This design comes from an exercise in tuning for small area and a short achievable clock period on the open sky130 flow, not from production work.
The RTL was checked by simulation tests, not by an equivalence proof against the original design.
The flow treats the clock pin as an ideal source, which a real chip does not have.
No activity file was given, so power comes from the tool's default toggle rates.

==> flow/design.v <==
module noc_router (
    input  logic        clk,
    input  logic        rst,
    input  logic [2:0]  CONST_localx,
    input  logic [2:0]  CONST_localy,
    input  logic [31:0] data_n_in,
    input  logic [31:0] data_s_in,
    input  logic [31:0] data_w_in,
    input  logic [31:0] data_e_in,
    input  logic [31:0] data_p_in,
    input  logic [4:0]  data_void_in,
    input  logic [4:0]  stop_in,
    output logic [31:0] data_n_out,
    output logic [31:0] data_s_out,
    output logic [31:0] data_w_out,
    output logic [31:0] data_e_out,
    output logic [31:0] data_p_out,
    output logic [4:0]  data_void_out,
    output logic [4:0]  stop_out
);
    function automatic logic [4:0] xy_route(input logic [31:0] flit,
                                            input logic [2:0] lx,
                                            input logic [2:0] ly);
        logic [2:0] dx;
        logic [2:0] dy;
        dx = flit[23:21];
        dy = flit[20:18];
        xy_route[3] = (dx > lx);
        xy_route[2] = (dx < lx);
        xy_route[0] = (dx == lx) && (dy < ly);
        xy_route[1] = (dx == lx) && (dy > ly);
        xy_route[4] = (dx == lx) && (dy == ly);
    endfunction
    logic [31:0] din [5];
    logic [31:0] f_r [5];         
    logic [31:0] b_r [5][4];      
    logic [1:0]  rd_r [5];        
    logic [1:0]  wr_r [5];        
    logic [4:0]  th_r [5];        
    logic [4:0]  go_r;            
    logic [4:0]  act_r;           
    logic [4:0]  tgt_r [5];       
    logic [31:0] od_r [5];
    logic [4:0]  ov_r;
    logic [4:0]  low_r [5];       
    logic [4:0]  ne_s, disc_s, push_s, pop_s, ldf_s, act_n_s;
    logic [4:0]  ld_s, has_s, hgnt_s, busy_s;
    logic [4:0]  hreq_s [5];      
    logic [4:0]  gnt_s [5];       
    logic [31:0] cand_s [5];
    logic [31:0] od_n_s [5];
    logic [31:0] f_n_s [5];
    assign din[0] = data_n_in;
    assign din[1] = data_s_in;
    assign din[2] = data_w_in;
    assign din[3] = data_e_in;
    assign din[4] = data_p_in;
    always_comb begin
        for (int i = 0; i < 5; i++) begin
            ne_s[i]   = th_r[i][0];
            disc_s[i] = ne_s[i] && !act_r[i] && !f_r[i][31];
            push_s[i] = !data_void_in[i] && go_r[i];
        end
        for (int o = 0; o < 5; o++) begin
            ld_s[o]   = !ov_r[o] || !stop_in[o];
            busy_s[o] = 1'b0;
            for (int i = 0; i < 5; i++) begin
                busy_s[o]    = busy_s[o] | (act_r[i] & tgt_r[i][o]);
                hreq_s[o][i] = ne_s[i] && !act_r[i] && f_r[i][31] && tgt_r[i][o];
            end
        end
        for (int o = 0; o < 5; o++) begin
            for (int i = 0; i < 5; i++) begin
                logic kill;
                kill = 1'b0;
                for (int j = 0; j < 5; j++) begin
                    if (j < i) begin
                        kill = kill | (hreq_s[o][j] & (!low_r[o][j] | low_r[o][i]));
                    end else if (j > i) begin
                        kill = kill | (hreq_s[o][j] & !low_r[o][j] & low_r[o][i]);
                    end
                end
                gnt_s[o][i] = (ne_s[i] && act_r[i] && tgt_r[i][o]) ||
                              (!busy_s[o] && hreq_s[o][i] && !kill);
            end
            has_s[o]  = (gnt_s[o] != 5'b00000);
            hgnt_s[o] = !busy_s[o] && (hreq_s[o] != 5'b00000);
            od_n_s[o] = od_r[o] & {32{!ld_s[o]}};
            for (int i = 0; i < 5; i++) begin
                od_n_s[o] = od_n_s[o] | (f_r[i] & {32{gnt_s[o][i] & ld_s[o]}});
            end
        end
        for (int i = 0; i < 5; i++) begin
            logic sent;
            sent = 1'b0;
            for (int o = 0; o < 5; o++) begin
                sent = sent | (gnt_s[o][i] & ld_s[o]);
            end
            pop_s[i]  = disc_s[i] | sent;
            ldf_s[i]  = pop_s[i] || !th_r[i][0];
            cand_s[i] = din[i] & {32{!th_r[i][1]}};
            for (int k = 0; k < 4; k++) begin
                cand_s[i] = cand_s[i] | (b_r[i][k] & {32{th_r[i][1] && rd_r[i] == 2'(k)}});
            end
            f_n_s[i] = ldf_s[i] ? cand_s[i] : f_r[i];
            if (pop_s[i]) begin
                act_n_s[i] = act_r[i] ? !f_r[i][30] : (f_r[i][31] && !f_r[i][30]);
            end else begin
                act_n_s[i] = act_r[i];
            end
        end
    end
    always_ff @(posedge clk or negedge rst) begin
        if (!rst) begin
            for (int i = 0; i < 5; i++) begin
                th_r[i] <= 5'b00000;
                rd_r[i] <= 2'd0;
                wr_r[i] <= 2'd0;
            end
            go_r   <= 5'b00000;
            act_r  <= 5'b00000;
        end else begin
            for (int i = 0; i < 5; i++) begin
                if (push_s[i] && !pop_s[i]) begin
                    th_r[i] <= {th_r[i][3:0], 1'b1};
                end else if (pop_s[i] && !push_s[i]) begin
                    th_r[i] <= {1'b0, th_r[i][4:1]};
                end
                go_r[i]   <= pop_s[i] || !(th_r[i][4] || (th_r[i][3] && push_s[i]));
                if (pop_s[i] && (th_r[i][1] || push_s[i])) begin
                    rd_r[i] <= rd_r[i] + 2'd1;
                end
                if (push_s[i] && th_r[i][0]) begin
                    wr_r[i] <= wr_r[i] + 2'd1;
                end
                act_r[i] <= act_n_s[i];
            end
        end
    end
    always_ff @(posedge clk) begin
        for (int i = 0; i < 5; i++) begin
            f_r[i] <= f_n_s[i];
            if (ldf_s[i] && !act_n_s[i]) begin
                tgt_r[i] <= xy_route(cand_s[i], CONST_localx, CONST_localy);
            end
            for (int k = 0; k < 4; k++) begin
                if (go_r[i] && th_r[i][0] && wr_r[i] == 2'(k)) begin
                    b_r[i][k] <= din[i];
                end
            end
        end
    end
    always_ff @(posedge clk or negedge rst) begin
        if (!rst) begin
            ov_r <= 5'b00000;
            for (int o = 0; o < 5; o++) begin
                low_r[o] <= 5'b00000;
            end
        end else begin
            for (int o = 0; o < 5; o++) begin
                if (ld_s[o]) begin
                    ov_r[o] <= has_s[o];
                    if (hgnt_s[o]) begin
                        for (int k = 0; k < 5; k++) begin
                            logic after;
                            after = 1'b0;
                            for (int i = 0; i < k; i++) begin
                                after = after | gnt_s[o][i];
                            end
                            low_r[o][k] <= !(after | gnt_s[o][4]);
                        end
                    end
                end
            end
        end
    end
    always_ff @(posedge clk) begin
        for (int o = 0; o < 5; o++) begin
            od_r[o] <= od_n_s[o];
        end
    end
    assign data_n_out    = od_r[0];
    assign data_s_out    = od_r[1];
    assign data_w_out    = od_r[2];
    assign data_e_out    = od_r[3];
    assign data_p_out    = od_r[4];
    assign data_void_out = ~ov_r;
    assign stop_out      = ~go_r;
endmodule
==> flow/flow/run.sh <==
#!/bin/bash
set -euo pipefail
M=6.62
K=(SETUP_SLACK_MARGIN=$M
   "BUFFER_PORTS_ARGS=-buffer_cell sky130_fd_sc_hd__buf_1"
   "CTS_ARGS=-sink_clustering_enable -repair_clock_nets -sink_clustering_size 25 -sink_clustering_max_diameter 70 -dont_use_dummy_load")
bash standard.sh "${K[@]}" cts > standard_cts.log 2>&1
R=orfs/results/$FLOW_PLATFORM/noc_router/base
AR_IN=$R/4_cts.odb AR_SDC=$R/4_cts.sdc AR_OUT=$R/4_cts.odb AR_TARGET=$M \
  openroad -no_init -exit flow/ar.tcl > area_recovery.log 2>&1
bash standard.sh "${K[@]}" finish > standard_finish.log 2>&1
==> flow/flow/ar.tcl <==
# Area recovery: downsize cells while the worst setup slack stays >= target.
# env: AR_IN (odb), AR_SDC, AR_OUT, AR_TARGET (slack, ns)
set P $::env(FLOW_HOME)/platforms/$::env(FLOW_PLATFORM)
read_db $::env(AR_IN)
read_liberty $P/lib/sky130_fd_sc_hd__tt_025C_1v80.lib
read_sdc $::env(AR_SDC)
source $P/setRC.tcl
set_propagated_clock [all_clocks]
estimate_parasitics -placement
set target $::env(AR_TARGET)
set ws0 [sta::worst_slack_cmd max]
puts "start worst slack $ws0"
report_design_area
# equivalent smaller cells: same function family name without drive suffix
proc family {m} { regsub {_[0-9]+$} $m {} f; return $f }
array set fam {}
foreach lc [get_lib_cells sky130_fd_sc_hd__*] {
  set n [get_property $lc name]
  if {[regexp {_([0-9]+)$} $n -> d]} { lappend fam([family $n]) [list $d $n] }
}
foreach k [array names fam] { set fam($k) [lsort -integer -index 0 $fam($k)] }
set dont {sky130_fd_sc_hd__probe_p_8 sky130_fd_sc_hd__probec_p_8}
set block [ord::get_db_block]
set changed 0
set tried 0
foreach inst [$block getInsts] {
  set m [[$inst getMaster] getName]
  if {![regexp {_([0-9]+)$} $m -> d]} continue
  if {[string match "*clkbuf*" $m] || [string match "*tap*" $m] || [string match "*fill*" $m] || [string match "*decap*" $m]} continue
  set f [family $m]
  if {![info exists fam($f)]} continue
  set name [$inst getName]
  # try the smallest first
  foreach c $fam($f) {
    lassign $c cd cn
    if {$cd >= $d} break
    if {[lsearch $dont $cn] >= 0} continue
    incr tried
    replace_cell $name $cn
    set ws [sta::worst_slack_cmd max]
    if {$ws * 1e9 >= $target} { incr changed; break }
    replace_cell $name $m
  }
}
puts "tried $tried changed $changed"
puts "end worst slack [sta::worst_slack_cmd max]"
report_design_area
write_db $::env(AR_OUT)
==> flow/standard.sh <==
#!/bin/bash
# synth_recipe.tcl (not shown) runs the flow's synth.tcl, then flattens the netlist and writes it again
# the make line also repeats each setting of config.mk as NAME=value (left out here)
make -C /OpenROAD-flow-scripts/flow DESIGN_CONFIG=/design/flow/config.mk WORK_HOME=/design/flow/orfs CLKGATE_MAP_FILE= SYNTH_SCRIPT=/design/flow/synth_recipe.tcl "${@:-finish}"
==> flow/config.mk <==
export PLATFORM = sky130hd
export DESIGN_NAME = noc_router
export DESIGN_NICKNAME = noc_router
export VERILOG_FILES = /design/flow/design.v
export SDC_FILE = /design/flow/constraint.sdc
export NUM_CORES = 8
export LEC_CHECK = 0
export CAP_MARGIN = 20
export CORE_MARGIN = 2
export CORE_UTILIZATION = 50
export PLACE_DENSITY = 0.55
export SETUP_SLACK_MARGIN = 5
export SLEW_MARGIN = 20
==> flow/constraint.sdc <==
create_clock -name core_clock -period 10.0 [get_ports {clk}]
set_input_delay 2.0000 -clock core_clock [delete_from_list [all_inputs] [get_ports {clk}]]
set_output_delay 2.0000 -clock core_clock [all_outputs]
set_load 0.01 [all_outputs]
==> impl_metrics.csv, run 1 <==
group,metric,value,unit
worst_setup_path,crit_path_start_kind,"input pin",
sta,finalSetupViolations,0,
final_layout,stdcell_count,4760,
synth,synth_top_area_share,0.564,
clock_network,cts_sinks,1070,
synth,synth_fp_nets,3505,
final_layout,num-fill-cells,7134,
sta,clock_skew,0.0768,ns
clock_network,clockBufferDepth,3,
worst_setup_path,crit_arrival,4.10,ns
sta,rsz0062_at_grt,"yes",
min_path,hp-class,"reg -> reg",
floorplanning,coreArea,86900,sq um
place,place_area,46600,sq um
synth,synth_top_family_by_area,"compound AO/OA/AOI/OAI gates",
synth,avgSynthCellArea,13.5,sq um
clock_network,cts_buffers,58,
sta,hold_viol,0,
final_layout,fin_nets,3855,
synth,yosysTopAreaCell,"edfxtp_1",
synth,synth_edf_count,825,
worst_setup_path,reg2reg_slack,6.54,ns
synth,synthTopCellsByArea,"edfxtp_1 (56%), dfxtp_1 (7.3%), a22oi_1 (7.0%)",
grt,grt_pass1_wl,230000,um
clock_network,cts_tree,"yes",
synth,ys_types,76,
grt,antenna_found_initial,8,
detailed_routing,vias,33000,
clock_network,cts_root_buffer,"clkbuf_16",
synth,synth_xor_area_frac,0.00200,
place,gp_congestion,0.987,
worst_setup_path,worstSetupEndpoint,"th_r[4][1]$_DFFE_PN0P_",
grt,overflow,0,
worst_setup_path,end_kind,"register",
floorplanning,num_rows,108,
worst_setup_path,r2r_start,"th_r[0][0]$_DFFE_PN0P_",
detailed_routing,wirelength,166000,um
detailed_routing,dr.pass1.iters,12,
floorplanning,fp.dieW,300,um
detailed_routing,drtAntennaViolNets,0,
grt,grt_pass1_vias,31300,
synth,async_reset_ff_frac,0.0794,
worst_setup_path,regToRegEndpoint,"th_r[4][1]$_DFFE_PN0P_",
synth,yosysMostFrequentCell,"edfxtp_1",
power,leakagePower,17.2,nW
grt,grt_use_total,0.357,
final_layout,postLayoutCellArea,49500,sq um
worst_setup_path,worstRegToRegCells,12,
sta,maxSlewViolCount,0,
worst_setup_path,critPathRequiredTime,10.59,ns
synth,muxShareOfSynthArea,0.00684,
clock_network,clk-insertion-delay-late,0.71,ns
grt,grt_max_degree,47,
job,max_cap_viol_count,0,
sta,fmax,0.285,GHz
synth,yosys_warnings,15,
floorplanning,ios,348,
sta,worst_pin_slew,1.40,ns
sta,layout_min_cycle_time,3.50,ns
synth,synthCells,3252,
synth,synthTopCellsByCount,"edfxtp_1 (825), a22oi_1 (407), nand2_1 (369)",
synth,synth_compound_area_frac,0.165,
power,pwr_density_cell,325,nW/um^2
run_status,status,"no timing/DRC/antenna violations",
place,hpwl,105000,um
synth,ys_seq_elements,1070,
detailed_routing,routedWlPerCell,34.8,um
floorplanning,die_y,300,um
final_layout,drive_above_1_share,0.103,
synth,ys_seq_area_frac,0.686,
clock_network,cts_max_level,2,
place,io_buffers,347,
final_layout,syn_to_final_growth,12.9,%
sta,setup-tns-final,0,ns
sta,maxSlewHeadroom,0.0647,
synth,yosys_most_used_dff,"edfxtp_1",
detailed_routing,via_per_inst,6.94,
floorplanning,die-area,90200,sq um
detailed_routing,drcViolationCount,0,
power,peakVddDrop,0.189,mV
clock_network,clk_pin_slew_worst_paths,0.10,ns
synth,synthSimpleGateAreaFrac,0.0921,
sta,period_share,0.350,
worst_setup_path,crit_start,"stop_in[3]",
synth,synthAdderAreaFrac,0.0214,
place,dp_cells,4590,
worst_setup_path,critPathKind,"in -> reg",
detailed_routing,drt_iter0_markers,5849,
synth,synth_area,43900,sq um
floorplanning,initial_utilization,0.505,
worst_setup_path,critPathMaxFanout,5,
[power breakdown]
group	leakage (nW)	switching, mW	internal (mW)
clock network	0.715	1.37	1.03
registers	10.1	1.77	6.46
logic	6.38	3.63	1.84
total	17.2	6.78	9.32
[per-stage QoR]
| step | total power [mW] | hold slack (ns) | setup WS (ns) | utilization |
|---|---|---|---|---|
| floorplan | 10.3 | 0.466 | 6.12 | - |
| global placement | 12.7 | 0.447 | 5.08 | 0.536 |
| detailed placement | 12.9 | 0.451 | 4.99 | 0.536 |
| CTS | 15.7 | 0.466 | 6.47 | 0.563 |
| global route | 16.6 | 0.484 | 6.44 | 0.570 |
| finish | 16.1 | 0.469 | 6.50 | 0.570 |
[kinds of logic (layout without fill, tap and decap cells)]
logic type / after synthesis / after routing
buffers and inverters: 310 / 646
DFF: 1070 / 1070
xor gates and xnor gates: 10 / 10
AOI/OAI and AO/OA: 918 / 922
and+or+nand+nor: 841 / 849
adders and majority gates: 75 / 75
other: 0 / 5
muxes: 28 / 28
[worst min-delay path by stage]
stage                                 start                       to  slack, ns  cells past startpoint
finish                  od_r[0][18]$_DFF_P_      od_r[0][18]$_DFF_P_       0.47                      2
global route            od_r[0][18]$_DFF_P_      od_r[0][18]$_DFF_P_       0.48                      2
CTS                     od_r[0][18]$_DFF_P_      od_r[0][18]$_DFF_P_       0.47                      2
detailed placement      od_r[0][18]$_DFF_P_      od_r[0][18]$_DFF_P_       0.45                      2
global placement        od_r[0][18]$_DFF_P_      od_r[0][18]$_DFF_P_       0.45                      2
floorplan           low_r[0][0]$_DFFE_PN0P_  low_r[0][0]$_DFFE_PN0P_       0.47                      2
[critical path, cell delays in order]
cell,delay (ns)
buf_4,0.17
and2_4,0.23
a21oi_4,0.07
clkbuf_2,0.19
or4_4,0.58
or2_4,0.29
inv_6,0.08
ha_4,0.17
mux2i_1,0.21
o21ai_1,0.10
[layout make-up]
class | instances | area [sq um] | share of cell area
multi-input cells | 1884 | 13400 | 0.270
repair buffers | 513 | 2850 | 0.0576
flip-flops and latches | 1070 | 30100 | 0.608
diodes | 5 | 12.5 | 0.000253
well taps | 1155 | 1450 | 0.0292
clock buffers | 58 | 1450 | 0.0293
inverters | 75 | 289 | 0.00583
[cells in the final DEF (no fill, tap or decap), drive strengths merged, types with 5 or more instances in the layout]
| cell | netlist | layout |
|---|---|---|
| a21o | 15 | 15 |
| a21oi | 28 | 28 |
| a221oi | 20 | 20 |
| a222oi | 219 | 219 |
| a22o | 21 | 21 |
| a22oi | 407 | 407 |
| a32o | 14 | 16 |
| and2 | 40 | 45 |
| and3 | 31 | 31 |
| and3b | 5 | 5 |
| buf | 25 | 444 |
| clkbuf | 210 | 123 |
| dfrtp | 85 | 85 |
| dfxtp | 160 | 160 |
| diode | 0 | 5 |
| edfxtp | 825 | 825 |
| ha | 75 | 75 |
| inv | 75 | 75 |
| mux2 | 13 | 13 |
| mux2i | 15 | 15 |
| nand2 | 369 | 372 |
| nand2b | 9 | 9 |
| nand3 | 251 | 251 |
| nand4 | 5 | 5 |
| nand4b | 24 | 24 |
| nor2 | 55 | 55 |
| nor2b | 15 | 15 |
| nor3 | 14 | 14 |
| o211ai | 5 | 5 |
| o21ai | 121 | 121 |
| o22ai | 19 | 19 |
| o32ai | 7 | 7 |
| xnor2 | 10 | 10 |
[flip-flops by register name, indices dropped and copies added, names as in the netlist, 10 cells and up]
signal and flops:
od_r 160, low_r 25, wr_r 10, b_r 640, th_r 25, f_r 160, rd_r 10, tgt_r 25
[routing by layer]
| metal | vias up | share of wire | track usage |
|---|---|---|---|
| met1 | 16500 | 0.38 | 0.481 |
| met4 | 8 | 0.052 | 0.157 |
| li1 | 13700 | - | - |
| met2 | 2321 | 0.44 | 0.527 |
| met3 | 440 | 0.13 | 0.120 |
| met5 | - | 0.00030 | 0 |
[what timing repair did]
item                       in CTS  in global routing
gates resized for setup        85                167
buffers inserted               45                 21
pin swaps                      14                 13
setup endpoints to repair     369                428
gates cloned                   13                  2
hold buffers                    0                  0
==> run 2, diff against run 1 <==
==> flow/flow/run.sh (replaced) <==
#!/bin/bash
set -euo pipefail
K=(SETUP_SLACK_MARGIN=6.65
   "BUFFER_PORTS_ARGS=-buffer_cell sky130_fd_sc_hd__buf_1"
   "CTS_ARGS=-sink_clustering_enable -repair_clock_nets -sink_clustering_size 25 -sink_clustering_max_diameter 70 -dont_use_dummy_load")
bash standard.sh "${K[@]}" grt > standard_to_grt.log 2>&1
R=orfs/results/$FLOW_PLATFORM/noc_router/base
AR_PLATFORM_DIR=$FLOW_HOME/platforms/$FLOW_PLATFORM AR_IN=$R/5_1_grt.odb AR_SDC=$R/5_1_grt.sdc AR_OUT=$R/5_1_grt.odb \
  openroad -no_init -exit flow/area_recovery.tcl > area_recovery.log 2>&1
bash standard.sh "${K[@]}" finish > standard_finish.log 2>&1
==> flow/flow/area_recovery.tcl (new file) <==
# Area recovery after global routing: downsize cells while the worst setup slack
# (with global-route parasitics) stays at its starting value and no max slew or
# max capacitance limit is exceeded (slew held to 1.0 ns, inside the library's 1.5 ns).
# env: AR_IN (odb), AR_SDC, AR_OUT, AR_PLATFORM_DIR
set P $::env(AR_PLATFORM_DIR)
read_db $::env(AR_IN)
read_liberty $P/lib/sky130_fd_sc_hd__tt_025C_1v80.lib
read_sdc $::env(AR_SDC)
source $P/setRC.tcl
set_propagated_clock [all_clocks]
set_max_transition 1.0 [current_design]
estimate_parasitics -global_routing
set target [sta::worst_slack_cmd max]
set v0 [expr {[sta::max_slew_violation_count] + [sta::max_capacitance_violation_count]}]
puts "start worst slack $target violations $v0"
report_design_area
proc family {m} { regsub {_[0-9]+$} $m {} f; return $f }
array set fam {}
foreach lc [get_lib_cells sky130_fd_sc_hd__*] {
  set n [get_property $lc name]
  if {[regexp {_([0-9]+)$} $n -> d]} { lappend fam([family $n]) [list $d $n] }
}
foreach k [array names fam] { set fam($k) [lsort -integer -index 0 $fam($k)] }
set dont {sky130_fd_sc_hd__probe_p_8 sky130_fd_sc_hd__probec_p_8}
set block [ord::get_db_block]
set names {}
foreach inst [$block getInsts] {
  set m [[$inst getMaster] getName]
  if {[$inst getMaster] eq "" || [[$inst getMaster] getType] ne "CORE"} continue
  if {![regexp {_([0-9]+)$} $m -> d]} continue
  if {[string match "*clkbuf*" $m] || [string match "*clkinv*" $m]} continue
  if {[$inst isDoNotTouch]} continue
  set clk 0
  foreach it [$inst getITerms] { set n [$it getNet]; if {$n ne "NULL" && [$n getSigType] eq "CLOCK"} { set clk 1 } }
  if {$clk} continue
  lappend names [list [$inst getName] $m $d]
}
set changed 0
set tried 0
foreach e $names {
  lassign $e name m d
  set f [family $m]
  if {![info exists fam($f)]} continue
  foreach c $fam($f) {
    lassign $c cd cn
    if {$cd >= $d} break
    if {[lsearch $dont $cn] >= 0} continue
    incr tried
    replace_cell $name $cn
    estimate_parasitics -global_routing
    set ws [sta::worst_slack_cmd max]
    set v [expr {[sta::max_slew_violation_count] + [sta::max_capacitance_violation_count]}]
    if {$ws >= $target && $v <= $v0} { incr changed; break }
    replace_cell $name $m
    estimate_parasitics -global_routing
  }
}
puts "tried $tried changed $changed"
puts "end worst slack [sta::worst_slack_cmd max] violations [expr {[sta::max_slew_violation_count] + [sta::max_capacitance_violation_count]}]"
report_design_area
write_db $::env(AR_OUT)
removed: flow/flow/ar.tcl
==> impl_metrics.csv, run 2 <==
group,metric,value,unit
sta,hold_viol,0,
grt,overflow,0,
detailed_routing,wirelength,165000,um
clock_network,clk-insertion-delay-late,0.70,ns
worst_setup_path,crit_path_start_kind,"input pin",
synth,yosys_warnings,15,
synth,synth_edf_count,825,
detailed_routing,met2_length,72300,um
clock_network,cts_buffers,60,
grt,grt_pass1_wl,231000,um
sta,maxSlewViolCount,0,
place,gp_congestion,0.977,
grt,grt_max_degree,45,
min_path,hp-class,"reg -> reg",
power,leakagePower,16.8,nW
floorplanning,die-area,90200,sq um
detailed_routing,drcViolationCount,0,
synth,synth_fp_nets,3505,
clock_network,cts_max_level,2,
final_layout,largest_register_ffs,640,
clock_network,ctsHoldBuffers,0,
detailed_routing,routedWlPerCell,34.8,um
clock_network,cts_tree,"yes",
clock_network,cts_root_buffer,"clkbuf_16",
synth,yosysMostFrequentCell,"edfxtp_1",
grt,antenna_found_initial,10,
synth,synthTopCellsByCount,"edfxtp_1 (825), a22oi_1 (407), nand2_1 (369)",
synth,ys_types,76,
grt,grt_use_total,0.358,
detailed_routing,wl_met3,22300,um
synth,yosys_most_used_dff,"edfxtp_1",
sta,maxSlewHeadroom,0.251,
sta,layout_min_cycle_time,3.50,ns
run_status,status,"no timing/DRC/antenna violations",
synth,ys_seq_elements,1070,
sta,fmax,0.286,GHz
floorplanning,coreArea,86900,sq um
detailed_routing,routed.top_layer,"met5",
detailed_routing,dr.pass1.iters,13,
detailed_routing,via_per_inst,6.90,
synth,async_reset_ff_frac,0.0794,
final_layout,syn_to_final_growth,10.8,%
final_layout,fin_nets,3838,
floorplanning,num_rows,108,
floorplanning,die_y,300,um
floorplanning,fp.dieW,300,um
worst_setup_path,end_kind,"register",
detailed_routing,drt_iter0_markers,6566,
final_layout,reg_top3,"b_r: 640 flops, f_r: 160 flops, od_r: 160 flops",
job,max_cap_viol_count,0,
place,dp_cells,4588,
synth,ys_seq_area_frac,0.686,
sta,clock_skew,0.0667,ns
detailed_routing,wl_met1,61900,um
detailed_routing,vias,32800,
place,io_buffers,347,
synth,synth_top_area_share,0.564,
final_layout,mostFrequentLayoutCells,"edfxtp_1 (825), a22oi_1 (407), buf_1 (375)",
power,pwr_density_cell,325,nW/um^2
worst_setup_path,critPathMaxFanout,16,
worst_setup_path,critPathKind,"in -> reg",
worst_setup_path,crit_arrival,4.12,ns
synth,synth_area,43900,sq um
synth,yosysTopAreaCell,"edfxtp_1",
power,peakVddDrop,0.175,mV
worst_setup_path,critPathRequiredTime,10.62,ns
final_layout,num-fill-cells,7225,
synth,avgSynthCellArea,13.5,sq um
synth,synthTopCellsByArea,"edfxtp_1 (56%), dfxtp_1 (7.3%), a22oi_1 (7.0%)",
final_layout,regMostFlops,"b_r",
sta,setup-tns-final,0,ns
sta,worst_pin_slew,1.12,ns
sta,period_share,0.350,
floorplanning,ios,348,
detailed_routing,drtAntennaViolNets,0,
place,hpwl,105000,um
sta,rsz0062_at_grt,"yes",
clock_network,clk_pin_slew_worst_paths,0.08,ns
final_layout,stdcell_count,4744,
sta,finalSetupViolations,0,
grt,grt_pass1_vias,30900,
synth,synthCells,3252,
final_layout,drive_above_1_share,0.0826,
clock_network,cts_sinks,1070,
floorplanning,initial_utilization,0.505,
final_layout,final_common_cell,"edfxtp_1",
clock_network,clockBufferDepth,3,
sta,hold_ws,0.485,ns
-- run 2: worst max-delay path, cell delays in order --
cell and delay [ns]:
buf_4 0.14, and2_4 0.18, a211oi_4 0.26, buf_1 0.32, a32o_1 0.91, a222oi_1 0.17, nand3_1 0.12
-- run 2: power by group --
group          total (mW)  switching, mW  internal (mW)
logic                5.07           3.46           1.61
clock network        2.43           1.37           1.06
registers            8.32           1.83           6.48
total                15.8           6.66           9.16
-- run 2: timing repair --
action	CTS	global route
resized for setup	124	73
cloned	14	1
endpoints found under the setup margin	362	245
setup buffers	56	19
pin swaps	15	11
-- run 2: worst paths after layout --
check,startpoint,end,slack (ns),cells after the start
min,od_r[0][11]$_DFF_P_,od_r[0][11]$_DFF_P_,0.49,2
max reg2reg,act_r[2]$_DFF_PN0_,rd_r[2][1]$_DFFE_PN0P_,6.54,7
min in group asynchronous,rst,wr_r[2][1]$_DFFE_PN0P_,1.45,1
max,stop_in[2],od_r[2][14]$_DFF_P_,6.50,7
max in group asynchronous,rst,ov_r[2]$_DFFE_PN0P_,7.33,2
min reg2reg,od_r[0][11]$_DFF_P_,od_r[0][11]$_DFF_P_,0.49,2
-- run 2: final cells by class --
type | instances | area, sq um | share of cell area
timing repair buffer | 494 | 2220 | 0.0456
inverter | 75 | 298 | 0.00612
clock buffer | 60 | 1500 | 0.0309
tap | 1155 | 1450 | 0.0297
multi-input combinational | 1884 | 13000 | 0.267
sequential | 1070 | 30200 | 0.620
antenna | 6 | 15.0 | 0.000309
-- run 2: metal layers --
metal | track usage | vias up
met5 | 0 | -
met4 | 0.156 | 8
met3 | 0.122 | 411
met2 | 0.530 | 2285
met1 | 0.482 | 16400
li1 | - | 13700
-- run 2: metrics by stage --
step                 util  cell area (sq um)  power (mW)  setup slack (ns)
floorplan               -              44300        10.4              6.12
global placement    0.537              46600        12.7              5.10
detailed placement  0.537              46600        12.9              4.98
CTS                 0.566              49200        15.8              6.54
global route        0.570              49500        16.7              6.54
finish              0.560              48600        15.8              6.50
-- run 2: kinds of logic (layout without fill, tap and decap cells) --
group                    Yosys count  after routing  share of synthesized area
other                              0              6                          0
buffers and inverters            310            629                     0.0273
flip-flops                      1070           1070                      0.686
AND/OR/NAND/NOR                  841            849                     0.0921
multiplexers                      28             28                    0.00684
AO/OA/AOI/OAI                    918            922                      0.165
XOR/XNOR                          10             10                    0.00200
adder cells (fa/ha/maj)           75             75                     0.0214
==> run 3, diff against run 2 <==
--- a/flow/flow/run.sh
+++ b/flow/flow/run.sh
@@ -1,6 +1,6 @@
 #!/bin/bash
 set -euo pipefail
-K=(SETUP_SLACK_MARGIN=6.65
+K=(SETUP_SLACK_MARGIN=6.72
    "BUFFER_PORTS_ARGS=-buffer_cell sky130_fd_sc_hd__buf_1"
    "CTS_ARGS=-sink_clustering_enable -repair_clock_nets -sink_clustering_size 25 -sink_clustering_max_diameter 70 -dont_use_dummy_load")
 bash standard.sh "${K[@]}" grt > standard_to_grt.log 2>&1
==> impl_metrics.csv, run 3 <==
group,metric,value,unit
run_status,status,"no timing/DRC/antenna violations",
floorplanning,ios,348,
place,hpwl,105000,um
synth,yosysMostFrequentCell,"edfxtp_1",
place,place_area,46600,sq um
sta,layout_min_cycle_time,3.48,ns
grt,grt.met2_usage,0.523,
synth,yosys_most_used_dff,"edfxtp_1",
final_layout,largest_register_ffs,640,
power,pwr_density_cell,327,nW/um^2
floorplanning,initial_utilization,0.505,
worst_setup_path,critPathRequiredTime,10.38,ns
sta,worst_pin_slew,1.16,ns
power,peakVddDrop,0.326,mV
floorplanning,num_rows,108,
synth,ys_seq_area_frac,0.686,
grt,grt_use_met3,0.119,
worst_setup_path,max_stage_delay,0.74,ns
detailed_routing,drtAntennaViolNets,0,
synth,async_reset_ff_frac,0.0794,
place,gp_congestion,0.984,
final_layout,final_common_cell,"edfxtp_1",
synth,synthCells,3252,
worst_setup_path,crit_arrival,3.86,ns
detailed_routing,drcViolationCount,0,
final_layout,regMostFlops,"b_r",
detailed_routing,routedWlPerCell,34.6,um
clock_network,cts_max_level,2,
power,leakagePower,16.9,nW
sta,hold_viol,0,
final_layout,reg_top3,"b_r: 640 flops, f_r: 160 flops, od_r: 160 flops",
synth,synth_area,43900,sq um
final_layout,mostFrequentLayoutCells,"edfxtp_1 (825), a22oi_1 (407), buf_1 (361)",
clock_network,ctsHoldBuffers,0,
grt,grt_pass1_vias,30900,
detailed_routing,via_per_inst,6.92,
grt,grt-busiest-layer,"met2",
synth,yosys_warnings,15,
synth,ys_seq_elements,1070,
clock_network,cts_buffers,59,
job,max_cap_viol_count,0,
clock_network,clk-insertion-delay-late,0.72,ns
grt,use_met1,0.481,
final_layout,syn_to_final_growth,11.1,%
floorplanning,die_y,300,um
final_layout,postLayoutCellArea,48800,sq um
synth,ys_types,76,
final_layout,num-fill-cells,7233,
worst_setup_path,end_kind,"register",
floorplanning,coreArea,86900,sq um
worst_setup_path,crit_path_start_kind,"register",
worst_setup_path,critPathKind,"reg -> reg",
grt,grt_pass1_wl,228000,um
grt,antenna_found_initial,9,
synth,synth_top_area_share,0.564,
synth,avgSynthCellArea,13.5,sq um
place,io_buffers,347,
synth,synthTopCellsByArea,"edfxtp_1 (56%), dfxtp_1 (7.3%), a22oi_1 (7.0%)",
sta,setup-tns-final,0,ns
sta,maxSlewHeadroom,0.224,
sta,clock_skew,0.0921,ns
worst_setup_path,critPathMaxFanout,34,
detailed_routing,vias,32900,
final_layout,fin_nets,3848,
clock_network,cts_tree,"yes",
clock_network,clockBufferDepth,3,
sta,rsz0062_at_grt,"yes",
worst_setup_path,slowest_stage,"and2_0",
floorplanning,die-area,90200,sq um
detailed_routing,dr.pass1.iters,15,
grt,grt_max_degree,49,
sta,finalSetupViolations,0,
worst_setup_path,path_cells,"buf_4, and2_0, a22o_1, buf_2, a211oi_4, nand2_2, clkinv_4, buf_6, nand2_8",
grt,grt_use_total,0.353,
sta,fmax,0.287,GHz
sta,period_share,0.348,
clock_network,cts_sinks,1070,
min_path,hp-class,"reg -> reg",
synth,synth_edf_count,825,
grt,overflow,0,
detailed_routing,wirelength,165000,um
synth,synth_fp_nets,3505,
clock_network,clk_pin_slew_worst_paths,0.09,ns
synth,yosysTopAreaCell,"edfxtp_1",
floorplanning,fp.dieW,300,um
detailed_routing,drt_iter0_markers,6333,
sta,maxSlewViolCount,0,
final_layout,drive_above_1_share,0.0960,
synth,synthTopCellsByCount,"edfxtp_1 (825), a22oi_1 (407), nand2_1 (369)",
clock_network,cts_root_buffer,"clkbuf_16",
==> run 3: metal layers <==
layer,up-vias,wire [um],part of all wire
met5,-,20,0.00012
met4,4,7850,0.048
met3,396,22100,0.13
met2,2253,72200,0.44
met1,16500,62300,0.38
li1,13700,-,-
==> run 3: area by class of cell <==
type | instances | area [sq um] | share of cell area
flip-flops and latches | 1070 | 30200 | 0.620
multi-input cells | 1889 | 13000 | 0.267
repair buffers | 500 | 2280 | 0.0467
clock buffers | 59 | 1480 | 0.0303
well taps | 1155 | 1450 | 0.0296
inverters | 75 | 305 | 0.00626
diodes | 3 | 7.51 | 0.000154
==> run 3: what timing repair did <==
item	in CTS	in global routing
buffers inserted	58	18
setup endpoints to repair	495	288
gates cloned	16	5
pin swaps	23	10
gates resized for setup	243	84
==> run 3: critical path: cells and delay by family (launching register included) <==
family / cells / cell delay, ns
and+or+nand+nor: 3 / 1.05
AOI/OAI and AO/OA: 2 / 0.45
DFF: 1 / 0.33
buffers and inverters: 4 / 1.31
==> run 3: path summary, 6_finish.rpt <==
| path | start | end | slack [ns] | depth (start not counted) |
|---|---|---|---|---|
| min in group asynchronous | rst | wr_r[4][1]$_DFFE_PN0P_ | 1.42 | 1 |
| hold / removal | od_r[0][11]$_DFF_P_ | od_r[0][11]$_DFF_P_ | 0.48 | 2 |
| setup / recovery | th_r[2][0]$_DFFE_PN0P_ | f_r[2][16]$_DFFE_PP_ | 6.52 | 9 |
| hold reg to reg | od_r[0][11]$_DFF_P_ | od_r[0][11]$_DFF_P_ | 0.48 | 2 |
| max in group asynchronous | rst | ov_r[0]$_DFFE_PN0P_ | 7.43 | 2 |
| setup reg to reg | th_r[2][0]$_DFFE_PN0P_ | f_r[2][16]$_DFFE_PP_ | 6.52 | 9 |
==> run 3: logic make-up (layout without fill, tap and decap cells) <==
kind of cell	after synthesis	count (layout)	synth area share
flip-flops	1070	1070	0.686
adder cells (fa/ha/maj)	75	75	0.0214
other	0	3	0
buffers and inverters	310	634	0.0273
AO/OA/AOI/OAI	918	923	0.165
AND/OR/NAND/NOR	841	853	0.0921
multiplexers	28	28	0.00684
XOR/XNOR	10	10	0.00200
==> run 3: stage by stage <==
step / std cells / utilization / setup WS [ns] / power [mW] / hold WS, ns
2_1_floorplan: 3252 / - / 6.12 / 10.4 / 0.466
3_3_place_gp: 4592 / 0.537 / 5.08 / 12.8 / 0.442
3_5_place_dp: 4592 / 0.537 / 5.04 / 12.9 / 0.442
4_1_cts: 4725 / 0.568 / 6.57 / 15.8 / 0.468
5_1_grt: 4749 / 0.574 / 6.56 / 16.8 / 0.492
6_report: 4751 / 0.561 / 6.52 / 15.9 / 0.479
==> run 3: report_power, final <==
part           leakage [nW]  internal [mW]  total, mW  switching, mW
clock                 0.727           1.04       2.42           1.38
sequential             10.1           6.49       8.27           1.78
combinational          6.01           1.66       5.23           3.57
==> run 4, diff against run 3 <==
--- a/flow/design.v
+++ b/flow/design.v
@@ -36,16 +36,18 @@
     logic [31:0] b_r [5][4];      
     logic [1:0]  rd_r [5];        
     logic [1:0]  wr_r [5];        
-    logic [4:0]  th_r [5];        
+    logic [3:0]  th_r [5];        
+    logic [4:0]  full_s;          
     logic [4:0]  go_r;            
     logic [4:0]  act_r;           
     logic [4:0]  tgt_r [5];       
     logic [31:0] od_r [5];
     logic [4:0]  ov_r;
-    logic [4:0]  low_r [5];       
+    logic [3:0]  low_r [5];       
     logic [4:0]  ne_s, disc_s, push_s, pop_s, ldf_s, act_n_s;
     logic [4:0]  ld_s, has_s, hgnt_s, busy_s;
     logic [4:0]  hreq_s [5];      
+    logic [4:0]  lowx_s [5];      
     logic [4:0]  gnt_s [5];       
     logic [31:0] cand_s [5];
     logic [31:0] od_n_s [5];
@@ -60,6 +62,7 @@
             ne_s[i]   = th_r[i][0];
             disc_s[i] = ne_s[i] && !act_r[i] && !f_r[i][31];
             push_s[i] = !data_void_in[i] && go_r[i];
+            full_s[i] = !go_r[i] && th_r[i][3];
         end
         for (int o = 0; o < 5; o++) begin
             ld_s[o]   = !ov_r[o] || !stop_in[o];
@@ -70,14 +73,15 @@
             end
         end
         for (int o = 0; o < 5; o++) begin
+            lowx_s[o] = {1'b0, low_r[o]};
             for (int i = 0; i < 5; i++) begin
                 logic kill;
                 kill = 1'b0;
                 for (int j = 0; j < 5; j++) begin
                     if (j < i) begin
-                        kill = kill | (hreq_s[o][j] & (!low_r[o][j] | low_r[o][i]));
+                        kill = kill | (hreq_s[o][j] & (!lowx_s[o][j] | lowx_s[o][i]));
                     end else if (j > i) begin
-                        kill = kill | (hreq_s[o][j] & !low_r[o][j] & low_r[o][i]);
+                        kill = kill | (hreq_s[o][j] & !lowx_s[o][j] & lowx_s[o][i]);
                     end
                 end
                 gnt_s[o][i] = (ne_s[i] && act_r[i] && tgt_r[i][o]) ||
@@ -113,7 +117,7 @@
     always_ff @(posedge clk or negedge rst) begin
         if (!rst) begin
             for (int i = 0; i < 5; i++) begin
-                th_r[i] <= 5'b00000;
+                th_r[i] <= 4'b0000;
                 rd_r[i] <= 2'd0;
                 wr_r[i] <= 2'd0;
             end
@@ -122,11 +126,11 @@
         end else begin
             for (int i = 0; i < 5; i++) begin
                 if (push_s[i] && !pop_s[i]) begin
-                    th_r[i] <= {th_r[i][3:0], 1'b1};
+                    th_r[i] <= {th_r[i][2:0], 1'b1};
                 end else if (pop_s[i] && !push_s[i]) begin
-                    th_r[i] <= {1'b0, th_r[i][4:1]};
+                    th_r[i] <= {full_s[i], th_r[i][3:1]};
                 end
-                go_r[i]   <= pop_s[i] || !(th_r[i][4] || (th_r[i][3] && push_s[i]));
+                go_r[i]   <= pop_s[i] || !(full_s[i] || (th_r[i][3] && push_s[i]));
                 if (pop_s[i] && (th_r[i][1] || push_s[i])) begin
                     rd_r[i] <= rd_r[i] + 2'd1;
                 end
@@ -154,14 +158,14 @@
         if (!rst) begin
             ov_r <= 5'b00000;
             for (int o = 0; o < 5; o++) begin
-                low_r[o] <= 5'b00000;
+                low_r[o] <= 4'b0000;
             end
         end else begin
             for (int o = 0; o < 5; o++) begin
                 if (ld_s[o]) begin
                     ov_r[o] <= has_s[o];
                     if (hgnt_s[o]) begin
-                        for (int k = 0; k < 5; k++) begin
+                        for (int k = 0; k < 4; k++) begin
                             logic after;
                             after = 1'b0;
                             for (int i = 0; i < k; i++) begin
==> flow/flow/run.sh (replaced) <==
#!/bin/bash
set -euo pipefail
bash standard.sh SETUP_SLACK_MARGIN=6.72 \
  "BUFFER_PORTS_ARGS=-buffer_cell sky130_fd_sc_hd__buf_1" \
  "CTS_ARGS=-sink_clustering_enable -repair_clock_nets -sink_clustering_size 25 -sink_clustering_max_diameter 70 -dont_use_dummy_load" \
  finish > standard_flow.log 2>&1
removed: flow/flow/area_recovery.tcl
==> impl_metrics.csv, run 4 <==
group,metric,value,unit
run_status,status,"no timing/DRC/antenna violations",
sta,period_share,0.346,
sta,worst_pin_slew,1.08,ns
clock_network,clockBufferDepth,3,
sta,clock_skew,0.0743,ns
final_layout,reg_top3,"b_r: 640 flops, f_r: 160 flops, od_r: 160 flops",
synth,ys_types,79,
floorplanning,die-area,90000,sq um
clock_network,cts_max_level,2,
final_layout,stdcell_count,4776,
clock_network,cts_root_buffer,"clkbuf_16",
detailed_routing,drtAntennaViolNets,0,
worst_setup_path,crit_path_start_kind,"input pin",
synth,synthAdderAreaFrac,0.0228,
sta,maxSlewHeadroom,0.278,
synth,yosys_most_used_dff,"edfxtp_1",
final_layout,fin_nets,3879,
synth,synth_fp_nets,3528,
synth,synth_top_area_share,0.565,
clock_network,clk_pin_slew_worst_paths,0.09,ns
floorplanning,die_y,300,um
detailed_routing,drcViolationCount,0,
floorplanning,fp.dieW,300,um
sta,maxSlewViolCount,0,
sta,finalSetupViolations,0,
detailed_routing,dr.pass1.iters,22,
job,max_cap_viol_count,0,
grt,grt_max_degree,42,
place,hpwl,108000,um
final_layout,drive_above_1_share,0.149,
grt,grt_pass1_vias,31300,
synth,synth_area,43800,sq um
final_layout,final_common_cell,"edfxtp_1",
floorplanning,initial_utilization,0.505,
synth,yosysMostFrequentCell,"edfxtp_1",
clock_network,clk-insertion-delay-late,0.68,ns
sta,hold_ws,0.467,ns
place,dp_cells,4608,
worst_setup_path,crit_start,"stop_in[1]",
clock_network,cts_sinks,1060,
worst_setup_path,r2r_start,"tgt_r[3][0]$_DFFE_PP_",
power,power,16.3,mW
worst_setup_path,worstSetupEndpoint,"th_r[0][2]$_DFFE_PN0P_",
final_layout,largest_register_ffs,640,
synth,synthTopCellsByArea,"edfxtp_1 (57%), dfxtp_1 (7.3%), a22oi_1 (6.7%)",
synth,synth_compound_area_frac,0.172,
synth,ys_seq_area_frac,0.681,
final_layout,num-fill-cells,7097,
detailed_routing,wirelength,169000,um
synth,synthCells,3270,
clock_network,cts_buffers,58,
floorplanning,coreArea,86800,sq um
synth,yosys_warnings,16,
synth,yosysTopAreaCell,"edfxtp_1",
detailed_routing,routedWlPerCell,35.3,um
place,place_area,46600,sq um
final_layout,regArea,30000,sq um
power,pwr_density_cell,326,nW/um^2
worst_setup_path,regToRegEndpoint,"th_r[0][2]$_DFFE_PN0P_",
worst_setup_path,critPathMaxFanout,9,
synth,async_reset_ff_frac,0.0708,
clock_network,ctsHoldBuffers,0,
synth,avgSynthCellArea,13.4,sq um
detailed_routing,vias,33100,
grt,overflow,0,
worst_setup_path,crit_arrival,3.99,ns
worst_setup_path,critPathRequiredTime,10.53,ns
worst_setup_path,reg2reg_slack,6.64,ns
detailed_routing,via_per_inst,6.92,
synth,muxShareOfSynthArea,0.00568,
synth,synthTopCellsByCount,"edfxtp_1 (825), a22oi_1 (391), nand2_1 (364)",
worst_setup_path,worstRegToRegCells,9,
grt,grt_use_total,0.365,
final_layout,postLayoutCellArea,49800,sq um
worst_setup_path,end_kind,"register",
sta,rsz0062_at_grt,"yes",
synth,synth_xor_area_frac,0.00200,
final_layout,multiInputGateArea,13600,sq um
grt,antenna_found_initial,12,
power,peakVddDrop,0.212,mV
synth,synth_top_family_by_area,"compound AO/OA/AOI/OAI gates",
sta,hold_viol,0,
clock_network,cts_tree,"yes",
min_path,hp-class,"reg -> reg",
power,leakagePower,17.5,nW
sta,fmax,0.289,GHz
floorplanning,num_rows,108,
grt,grt_pass1_wl,235000,um
synth,synth_edf_count,825,
min_path,holdPathStages,1,
final_layout,syn_to_final_growth,13.7,%
synth,synthSimpleGateAreaFrac,0.0868,
synth,ys_seq_elements,1060,
sta,layout_min_cycle_time,3.46,ns
detailed_routing,drt_iter0_markers,6071,
floorplanning,ios,348,
final_layout,mostFrequentLayoutCells,"edfxtp_1 (825), a22oi_1 (390), nand2_1 (351)",
place,io_buffers,347,
worst_setup_path,critPathKind,"in -> reg",
place,gp_congestion,0.974,
sta,setup-tns-final,0,ns
final_layout,regMostFlops,"b_r",
==> run 4: changes by cell type in the layout (fill, tap and decap cells not counted), sizes merged, moves of 15 or more <==
| cell | delta |
|---|---|
| a31oi | +15 |
| buf | +21 |
| nor2 | +62 |
| o21ai | -32 |
| o211ai | +28 |
| a22oi | -16 |
| a222oi | -40 |
| a22o | +16 |
| a221oi | +40 |
| nand3 | -69 |
| a21oi | +36 |
| a221o | +17 |
==> run 4: worst max-delay path, cell delays in order <==
cell      delay (ns)
buf_8           0.09
and2_4          0.20
buf_12          0.16
nor4_2          0.06
a22o_1          0.25
a2111o_2        0.59
clkinv_4        0.14
ha_4            0.15
mux2i_1         0.23
o21ai_1         0.09
==> run 4: how the worst min path moves through the flow <==
stage,startpoint,end,slack [ns]
2_1_floorplan,th_r[0][3]$_DFFE_PN0P_,go_r[0]$_DFF_PN0_,0.44
3_3_place_gp,od_r[2][16]$_DFF_P_,od_r[2][16]$_DFF_P_,0.46
3_5_place_dp,th_r[0][3]$_DFFE_PN0P_,go_r[0]$_DFF_PN0_,0.47
4_1_cts,th_r[0][3]$_DFFE_PN0P_,go_r[0]$_DFF_PN0_,0.46
5_1_grt,th_r[0][3]$_DFFE_PN0P_,go_r[0]$_DFF_PN0_,0.49
6_report,th_r[0][3]$_DFFE_PN0P_,go_r[0]$_DFF_PN0_,0.47
==> run 4: routing by layer <==
metal	global-route usage	routed length, um
met1	0.486	62900
met2	0.533	72400
met3	0.135	22600
met4	0.171	10400
met5	0	172
==> run 4: stage by stage <==
stage / setup WS (ns) / utilization
final: 6.54 / 0.574
after detailed placement: 5.11 / 0.537
after global placement: 5.20 / 0.537
after CTS: 6.56 / 0.567
after floorplan: 6.28 / -
after global routing: 6.57 / 0.574
==> run 4: layout make-up <==
type	count	area share
sequential	1060	0.601
multi-input combinational	1903	0.272
timing repair buffer	522	0.0621
clock buffer	58	0.0291
tap	1155	0.0290
inverter	76	0.00615
antenna	2	0.000100
==> run 4: kinds of logic (layout without fill, tap and decap cells) <==
| group | Yosys count | after routing |
|---|---|---|
| simple gates | 819 | 832 |
| xor+xnor | 10 | 10 |
| other cells | 0 | 2 |
| fa+ha+maj | 80 | 80 |
| compound gates | 958 | 958 |
| mux | 23 | 23 |
| flops | 1060 | 1060 |
| buf+inv | 320 | 656 |
==> run 4: timing repair <==
action | in CTS | in global routing
setup buffers | 62 | 31
setup endpoints to repair | 491 | 303
gates cloned | 14 | 1
pin swaps | 23 | 21
gates resized for setup | 231 | 97
==> run 4: where the power goes <==
group          switching, mW  internal, mW
sequential              1.75          6.40
combinational           3.73          2.00
clock                   1.36          1.03
total                   6.83          9.42
==> run 5, diff against run 4 <==
--- a/flow/design.v
+++ b/flow/design.v
@@ -95,12 +95,14 @@
             end
         end
         for (int i = 0; i < 5; i++) begin
-            logic sent;
-            sent = 1'b0;
+            logic win, ldt;
+            win = 1'b0;
+            ldt = 1'b0;
             for (int o = 0; o < 5; o++) begin
-                sent = sent | (gnt_s[o][i] & ld_s[o]);
+                win = win | gnt_s[o][i];
+                ldt = ldt | (tgt_r[i][o] & ld_s[o]);
             end
-            pop_s[i]  = disc_s[i] | sent;
+            pop_s[i]  = disc_s[i] | (win & ldt);
             ldf_s[i]  = pop_s[i] || !th_r[i][0];
             cand_s[i] = din[i] & {32{!th_r[i][1]}};
             for (int k = 0; k < 4; k++) begin
@@ -125,10 +127,10 @@
             act_r  <= 5'b00000;
         end else begin
             for (int i = 0; i < 5; i++) begin
-                if (push_s[i] && !pop_s[i]) begin
-                    th_r[i] <= {th_r[i][2:0], 1'b1};
-                end else if (pop_s[i] && !push_s[i]) begin
-                    th_r[i] <= {full_s[i], th_r[i][3:1]};
+                if (pop_s[i]) begin
+                    th_r[i] <= push_s[i] ? th_r[i] : {full_s[i], th_r[i][3:1]};
+                end else begin
+                    th_r[i] <= push_s[i] ? {th_r[i][2:0], 1'b1} : th_r[i];
                 end
                 go_r[i]   <= pop_s[i] || !(full_s[i] || (th_r[i][3] && push_s[i]));
                 if (pop_s[i] && (th_r[i][1] || push_s[i])) begin
==> flow/flow/run.sh (replaced) <==
#!/bin/bash
set -euo pipefail
bash standard.sh SETUP_SLACK_MARGIN=6.65 \
  "BUFFER_PORTS_ARGS=-buffer_cell sky130_fd_sc_hd__buf_1" \
  "CTS_ARGS=-sink_clustering_enable -repair_clock_nets -sink_clustering_size 25 -sink_clustering_max_diameter 70 -dont_use_dummy_load" \
  finish > standard_flow.log 2>&1
==> impl_metrics.csv, run 5 <==
group,metric,value,unit
run_status,status,"no timing/DRC/antenna violations",
synth,yosysMostFrequentCell,"edfxtp_1",
grt,overflow,0,
min_path,holdPathStages,1,
synth,ys_types,83,
final_layout,mostFrequentLayoutCells,"edfxtp_1 (825), a22oi_1 (360), buf_1 (319)",
final_layout,stdcell_count,4756,
final_layout,num-fill-cells,7126,
synth,synth_top_area_share,0.564,
job,max_cap_viol_count,0,
clock_network,clockBufferDepth,3,
sta,rsz0062_at_grt,"yes",
detailed_routing,drtAntennaViolNets,0,
floorplanning,ios,348,
final_layout,multiInputGateArea,13300,sq um
place,dp_cells,4618,
place,gp_congestion,1.00,
worst_setup_path,critPathRequiredTime,10.54,ns
power,pwr_density_cell,406,nW/um^2
worst_setup_path,worstRegToRegCells,11,
sta,setup-tns-final,0,ns
clock_network,clk_pin_slew_worst_paths,0.09,ns
detailed_routing,drt_iter0_markers,5859,
synth,synth_area,43900,sq um
worst_setup_path,path_buf_inv,3,
worst_setup_path,cp_top_family,"compound AO/OA/AOI/OAI gates",
worst_setup_path,end_kind,"register",
grt,grt-busiest-layer,"met2",
power,peakVddDrop,0.422,mV
grt,grt.met2_usage,0.531,
worst_setup_path,crit_path_start_kind,"register",
floorplanning,fp.dieW,300,um
synth,ys_seq_area_frac,0.680,
floorplanning,initial_utilization,0.506,
synth,avgSynthCellArea,13.4,sq um
detailed_routing,wirelength,161000,um
floorplanning,num_rows,108,
sta,maxSlewHeadroom,0.206,
sta,worst_pin_slew,1.19,ns
power,clkPwrFrac,0.118,
synth,async_reset_ff_frac,0.0708,
grt,grt_max_degree,74,
synth,synthCells,3283,
final_layout,regMostFlops,"b_r",
final_layout,utilization,0.564,
final_layout,reg_top3,"b_r: 640 flops, f_r: 160 flops, od_r: 160 flops",
final_layout,drive_above_1_share,0.101,
power,switching_share,0.446,
sta,layout_min_cycle_time,3.38,ns
detailed_routing,drcViolationCount,0,
power,p_sw,8.88,mW
final_layout,fin_nets,3850,
detailed_routing,routedWlPerCell,33.9,um
floorplanning,coreArea,86900,sq um
grt,grt_pass1_vias,30400,
synth,yosys_most_used_dff,"edfxtp_1",
final_layout,largest_register_ffs,640,
clock_network,cts_max_level,2,
final_layout,regArea,29900,sq um
power,leakagePower,17.1,nW
synth,synth_edf_count,825,
sta,finalSetupViolations,0,
sta,fmax,0.295,GHz
synth,synthTopCellsByCount,"edfxtp_1 (825), a22oi_1 (360), nand2_1 (271)",
worst_setup_path,crit_cells,11,
worst_setup_path,path_cells,"buf_6, nand3b_4, o32ai_4, o21ai_0, a31oi_2, buf_4, nor2_2, buf_4, a222oi_1, a21oi_1, a221o_1",
sta,maxSlewViolCount,0,
synth,yosys_warnings,16,
floorplanning,die_y,300,um
worst_setup_path,max_stage_delay,0.62,ns
floorplanning,die-area,90200,sq um
min_path,hp-class,"reg -> reg",
sta,hold_viol,0,
place,io_buffers,347,
clock_network,cts_sinks,1060,
clock_network,clk-insertion-delay-late,0.68,ns
detailed_routing,via_per_inst,6.88,
worst_setup_path,critPathKind,"reg -> reg",
clock_network,ctsHoldBuffers,0,
grt,use_met1,0.474,
final_layout,final_common_cell,"edfxtp_1",
sta,worst_slack,6.62,ns
grt,grt_use_met3,0.0934,
clock_network,cts_buffers,57,
grt,antenna_found_initial,2,
final_layout,syn_to_final_growth,11.6,%
grt,grt_use_total,0.346,
synth,yosysTopAreaCell,"edfxtp_1",
synth,synthTopCellsByArea,"edfxtp_1 (56%), dfxtp_1 (7.3%), a22oi_1 (6.2%)",
sta,clock_skew,0.0644,ns
detailed_routing,vias,32700,
place,pre_cts_slack,5.40,ns
power,p_comb_frac,0.427,
power,seq_power_share,0.455,
worst_setup_path,critPathMaxFanout,34,
sta,period_share,0.338,
synth,synth_fp_nets,3531,
clock_network,cts_tree,"yes",
clock_network,cts_root_buffer,"clkbuf_16",
power,p_int,11.0,mW
worst_setup_path,crit_arrival,3.92,ns
synth,ys_seq_elements,1060,
worst_setup_path,crit_top_cell,"buf_4",
grt,grt_pass1_wl,224000,um
detailed_routing,dr.pass1.iters,17,
worst_setup_path,slowest_stage,"a222oi_1",
place,hpwl,105000,um
run 5: changes by cell type in the layout (fill, tap and decap cells not counted), sizes merged, moves of 11 or more:
cell    change
mux2i      -11
buf        -12
o211ai     -26
a22oi      -31
a31oi      +26
a221o     +101
a22o       -32
a221oi     -48
o21ai      -51
clkbuf     -13
a21oi      +91
nand2      -93
nor2       +69
run 5: path summary, 6_finish.rpt:
check,from,end,slack (ns)
setup / recovery,th_r[3][0]$_DFFE_PN0P_,od_r[0][26]$_DFF_P_,6.62
hold / removal,th_r[1][3]$_DFFE_PN0P_,go_r[1]$_DFF_PN0_,0.48
setup reg to reg,th_r[3][0]$_DFFE_PN0P_,od_r[0][26]$_DFF_P_,6.62
hold reg to reg,th_r[1][3]$_DFFE_PN0P_,go_r[1]$_DFF_PN0_,0.48
max in group asynchronous,rst,ov_r[1]$_DFFE_PN0N_,7.38
min in group asynchronous,rst,wr_r[0][0]$_DFFE_PN0P_,1.31
run 5: layout make-up:
class | count | area share
Sequential cell | 1060 | 0.610
Multi-Input combinational cell | 1907 | 0.272
Inverter | 80 | 0.00623
Clock buffer | 57 | 0.0291
Antenna cell | 1 | 0.0000510
Tap cell | 1155 | 0.0295
Timing Repair Buffer | 496 | 0.0534
run 5: worst register-to-register path, cell delays in order, from the launching register on:
cell and delay (ns):
dfrtp_1 0.34, buf_6 0.26, nand3b_4 0.28, o32ai_4 0.34, o21ai_0 0.17, a31oi_2 0.32, buf_4 0.18, nor2_2 0.03
buf_4 0.30, a222oi_1 0.63, a21oi_1 0.14, a221o_1 0.28
run 5: per-stage QoR:
stage	cell area, sq um	hold slack (ns)	power, mW
after global routing	49000	0.508	20.7
final	49000	0.484	19.9
after floorplan	44100	0.446	13.0
after detailed placement	46500	0.474	16.8
after CTS	48500	0.477	19.4
after global placement	46500	0.464	16.6
run 5: cells by family after synthesis:
group / Yosys count / share of synthesized area
DFF: 1060 / 0.680
AOI/OAI and AO/OA: 994 / 0.179
and+or+nand+nor: 808 / 0.0867
buffers and inverters: 324 / 0.0284
adders and majority gates: 70 / 0.0199
xor gates and xnor gates: 14 / 0.00279
muxes: 13 / 0.00333
run 5: repair_timing:
item                       4_1_cts  5_1_grt
gates cloned                     6        4
setup endpoints to repair      353      272
pin swaps                        9       18
resized for setup               71       46
setup buffers                   31       39
run 5: routing by layer:
metal  vias up  part of all wire
met5         -          0.000099
li1      13800                 -
met2      2211              0.45
met1     16500              0.38
met4         2             0.044
met3       299              0.12
run 5: power by group through the flow:
stage | Sequential (mW) | Clock (mW) | Combinational [mW]
after detailed placement | 9.05 | 0 | 7.73
after CTS | 8.93 | 2.38 | 8.06
after global placement | 9.02 | 0 | 7.59
final | 9.05 | 2.35 | 8.51
after floorplan | 8.15 | 0 | 4.90
after global routing | 9.11 | 2.52 | 9.03
==> run 6, diff against run 5 <==
--- a/flow/config.mk
+++ b/flow/config.mk
@@ -10,4 +10,4 @@
 export CORE_UTILIZATION = 50
 export PLACE_DENSITY = 0.55
 export SETUP_SLACK_MARGIN = 5
-export SLEW_MARGIN = 20
+export SLEW_MARGIN = 50
==> impl_metrics.csv, run 6 <==
group,metric,value,unit
synth,yosysMostFrequentCell,"edfxtp_1",
run_status,status,"no timing/DRC/antenna violations",
final_layout,regMostFlops,"b_r",
worst_setup_path,crit_arrival,1.36,ns
floorplanning,coreArea,86900,sq um
power,p_comb_frac,0.426,
worst_setup_path,max_stage_delay,0.51,ns
worst_setup_path,regToRegEndpoint,"od_r[0][27]$_DFF_P_",
floorplanning,fp.dieW,300,um
min_path,hold_start,"od_r[4][10]$_DFF_P_",
synth,ys_seq_area_frac,0.680,
sta,worst_pin_slew,0.727,ns
grt,antenna_found_initial,5,
min_path,holdPathStages,2,
sta,layout_min_cycle_time,3.36,ns
synth,synthCells,3283,
sta,finalSetupViolations,0,
clock_network,clockBufferDepth,3,
final_layout,fin_nets,3835,
detailed_routing,drcViolationCount,0,
clock_network,clk-insertion-delay-late,0.68,ns
sta,fmax,0.298,GHz
clock_network,cts_buffers,56,
worst_setup_path,crit_path_start_kind,"register",
clock_network,cts_sinks,1060,
final_layout,drive_above_1_share,0.0968,
place,io_buffers,347,
worst_setup_path,critPathKind,"reg -> out",
detailed_routing,vias,32600,
synth,synth_top_area_share,0.564,
place,gp_congestion,1.00,
power,peakVddDrop,0.390,mV
synth,ys_types,83,
synth,synth_area,43900,sq um
min_path,min_to,"od_r[4][10]$_DFF_P_",
sta,rsz0062_at_grt,"yes",
grt,grt_pass1_vias,30900,
worst_setup_path,path_buf_inv,1,
floorplanning,die-area,90200,sq um
worst_setup_path,reg2reg_slack,6.65,ns
final_layout,antenna_cells,0,
synth,async_reset_ff_frac,0.0708,
power,seq_power_share,0.456,
worst_setup_path,r2r_start,"th_r[3][0]$_DFFE_PN0P_",
worst_setup_path,critPathRequiredTime,8.00,ns
power,p_sw,8.89,mW
place,dp_cells,4622,
sta,clock_skew,0.0545,ns
synth,avgSynthCellArea,13.4,sq um
final_layout,mostFrequentLayoutCells,"edfxtp_1 (825), a22oi_1 (360), buf_1 (321)",
worst_setup_path,worstRegToRegCells,10,
detailed_routing,wirelength,162000,um
final_layout,syn_to_final_growth,11.3,%
floorplanning,die_y,300,um
grt,grt_pass1_wl,226000,um
power,leakagePower,17.0,nW
final_layout,postLayoutCellArea,48900,sq um
floorplanning,initial_utilization,0.506,
synth,synth_edf_count,825,
grt,grt_max_degree,74,
clock_network,cts_root_buffer,"clkbuf_16",
sta,hold_viol,0,
clock_network,clk_pin_slew_worst_paths,0.08,ns
floorplanning,ios,348,
power,p_int,11.0,mW
worst_setup_path,cp_top_family,"flip-flops",
final_layout,largest_register_ffs,640,
power,switching_share,0.448,
detailed_routing,dr.pass1.iters,13,
worst_setup_path,critPathMaxFanout,2,
worst_setup_path,end_kind,"output port",
sta,maxSlewHeadroom,0.515,
grt,overflow,0,
synth,synthTopCellsByCount,"edfxtp_1 (825), a22oi_1 (360), nand2_1 (271)",
power,clkPwrFrac,0.118,
power,pwr_density_cell,406,nW/um^2
sta,setup-tns-final,0,ns
clock_network,cts_tree,"yes",
detailed_routing,drtAntennaViolNets,0,
final_layout,stdcell_count,4740,
synth,ys_seq_elements,1060,
clock_network,cts_max_level,2,
min_path,hp-class,"reg -> reg",
final_layout,reg_top3,"b_r: 640 flops, f_r: 160 flops, od_r: 160 flops",
sta,maxSlewViolCount,0,
worst_setup_path,slowest_stage,"dfxtp_1",
synth,yosys_warnings,16,
synth,yosysTopAreaCell,"edfxtp_1",
sta,period_share,0.336,
detailed_routing,routedWlPerCell,34.1,um
place,place_area,46600,sq um
synth,synth_fp_nets,3531,
place,hpwl,105000,um
synth,synthTopCellsByArea,"edfxtp_1 (56%), dfxtp_1 (7.3%), a22oi_1 (6.2%)",
final_layout,final_common_cell,"edfxtp_1",
job,max_cap_viol_count,0,
detailed_routing,via_per_inst,6.87,
detailed_routing,drt_iter0_markers,5835,
synth,yosys_most_used_dff,"edfxtp_1",
grt,grt_use_total,0.348,
floorplanning,num_rows,108,
worst_setup_path,path_cells,"buf_1",
-- run 6: cell counts after synthesis --
No cell type changed its count.
-- run 6: layout make-up --
type                    instances  area [sq um]
clock buffers                  56          1400
fillers                      7090         38000
inverters                      80           305
multi-input cells            1907         13300
flip-flops and latches       1060         29900
well taps                    1155          1450
repair buffers                482          2520
-- run 6: per-layer routing --
metal,wire length (um),global-route usage,up-vias
met1,62600,0.479,16300
met3,19700,0.0960,376
met5,14,0,-
met4,8010,0.143,2
li1,-,-,13700
met2,71400,0.524,2145
-- run 6: what timing repair did --
item / in CTS / in global routing
setup buffers: 35 / 15
pin swaps: 9 / 9
cloned: 6 / 4
hold buffers: 0 / 0
endpoints found under the setup margin: 302 / 233
gates resized for setup: 54 / 48
-- run 6: through the flow --
step                      hold slack [ns]  power, mW   util  worst slack [ns]
after floorplan                     0.446       13.0      -              6.42
after global placement              0.464       16.6  0.536              5.42
after detailed placement            0.477       16.8  0.537              5.43
after CTS                           0.494       19.4  0.558              6.57
after global routing                0.508       20.6  0.563              6.60
final                               0.496       19.9  0.563              6.64
-- run 6: worst max path at each step --
stage                        start                endpoint  slack, ns  cells after the start
3_3_place_gp            stop_in[4]    f_r[2][22]$_DFFE_PP_       5.42                      7
3_5_place_dp            stop_in[4]    f_r[2][10]$_DFFE_PP_       5.43                      7
5_1_grt         act_r[0]$_DFF_PN0_  th_r[3][3]$_DFFE_PN0P_       6.60                      9
6_report        od_r[2][1]$_DFF_P_           data_w_out[1]       6.64                      1
4_1_cts        ov_r[2]$_DFFE_PN0N_        data_void_out[2]       6.57                      2
2_1_floorplan           stop_in[1]     f_r[2][0]$_DFFE_PP_       6.42                      8
-- run 6: cell families (layout without fill, tap and decap cells) --
kind of cell / Yosys count / count (layout) / share of synthesized area
XOR/XNOR: 14 / 14 / 0.00279
buffers and inverters: 324 / 618 / 0.0284
flip-flops: 1060 / 1060 / 0.680
adder cells (fa/ha/maj): 70 / 70 / 0.0199
AND/OR/NAND/NOR: 808 / 816 / 0.0867
AO/OA/AOI/OAI: 994 / 994 / 0.179
multiplexers: 13 / 13 / 0.00333
-- run 6: power by group through the flow --
| stage | sequential [mW] | clock, mW | combinational (mW) |
|---|---|---|---|
| final | 9.05 | 2.34 | 8.47 |
| after global routing | 9.11 | 2.51 | 9.00 |
| after detailed placement | 9.05 | 0 | 7.77 |
| after floorplan | 8.15 | 0 | 4.90 |
| after global placement | 9.02 | 0 | 7.59 |
| after CTS | 8.93 | 2.37 | 8.08 |

static timing again, ports no longer ideal:
In the flow no input, the clock included, has a driving cell. The finished layouts below were timed again as built, in two steps.
Step 1: set_driving_cell puts a clkbuf_16 on clk and a buf_2 on each other input, an assumption about the parent block.
Step 2 moves the port delays by t, midway between the first and last clock arrival at a register: inputs arrive t later, outputs are due t later. That takes back most of the time a late clock gives input paths.
Slacks: ideal / step 1 / step 2; pairs: ideal / step 1.
| run | t (ns) | setup slack, ns | worst setup path after step 2 | slew at the worst register clock pin (ns) | cell pins on the clock port's net |
|---|---|---|---|---|---|
| run 1 | 0.739 | 6.495 / 6.518 / 5.797 | input to register | 0.10 / 0.10 | 1 |
| run 2 | 0.738 | 6.501 / 6.499 / 5.808 | input to register | 0.10 / 0.10 | 1 |
| run 3 | 0.743 | 6.521 / 6.514 / 5.826 | input to register | 0.10 / 0.10 | 1 |
| run 4 | 0.723 | 6.542 / 6.561 / 5.838 | input to register | 0.10 / 0.10 | 1 |
| run 5 | 0.718 | 6.615 / 6.583 / 5.984 | input to register | 0.11 / 0.11 | 1 |
| run 6 | 0.728 | 6.641 / 6.565 / 5.962 | input to register | 0.11 / 0.11 | 1 |
After both steps every run listed still meets setup and hold. For run 4, which loses most, drivers alone change the setup slack by +0.019 ns; drivers and shift together by -0.704 ns.
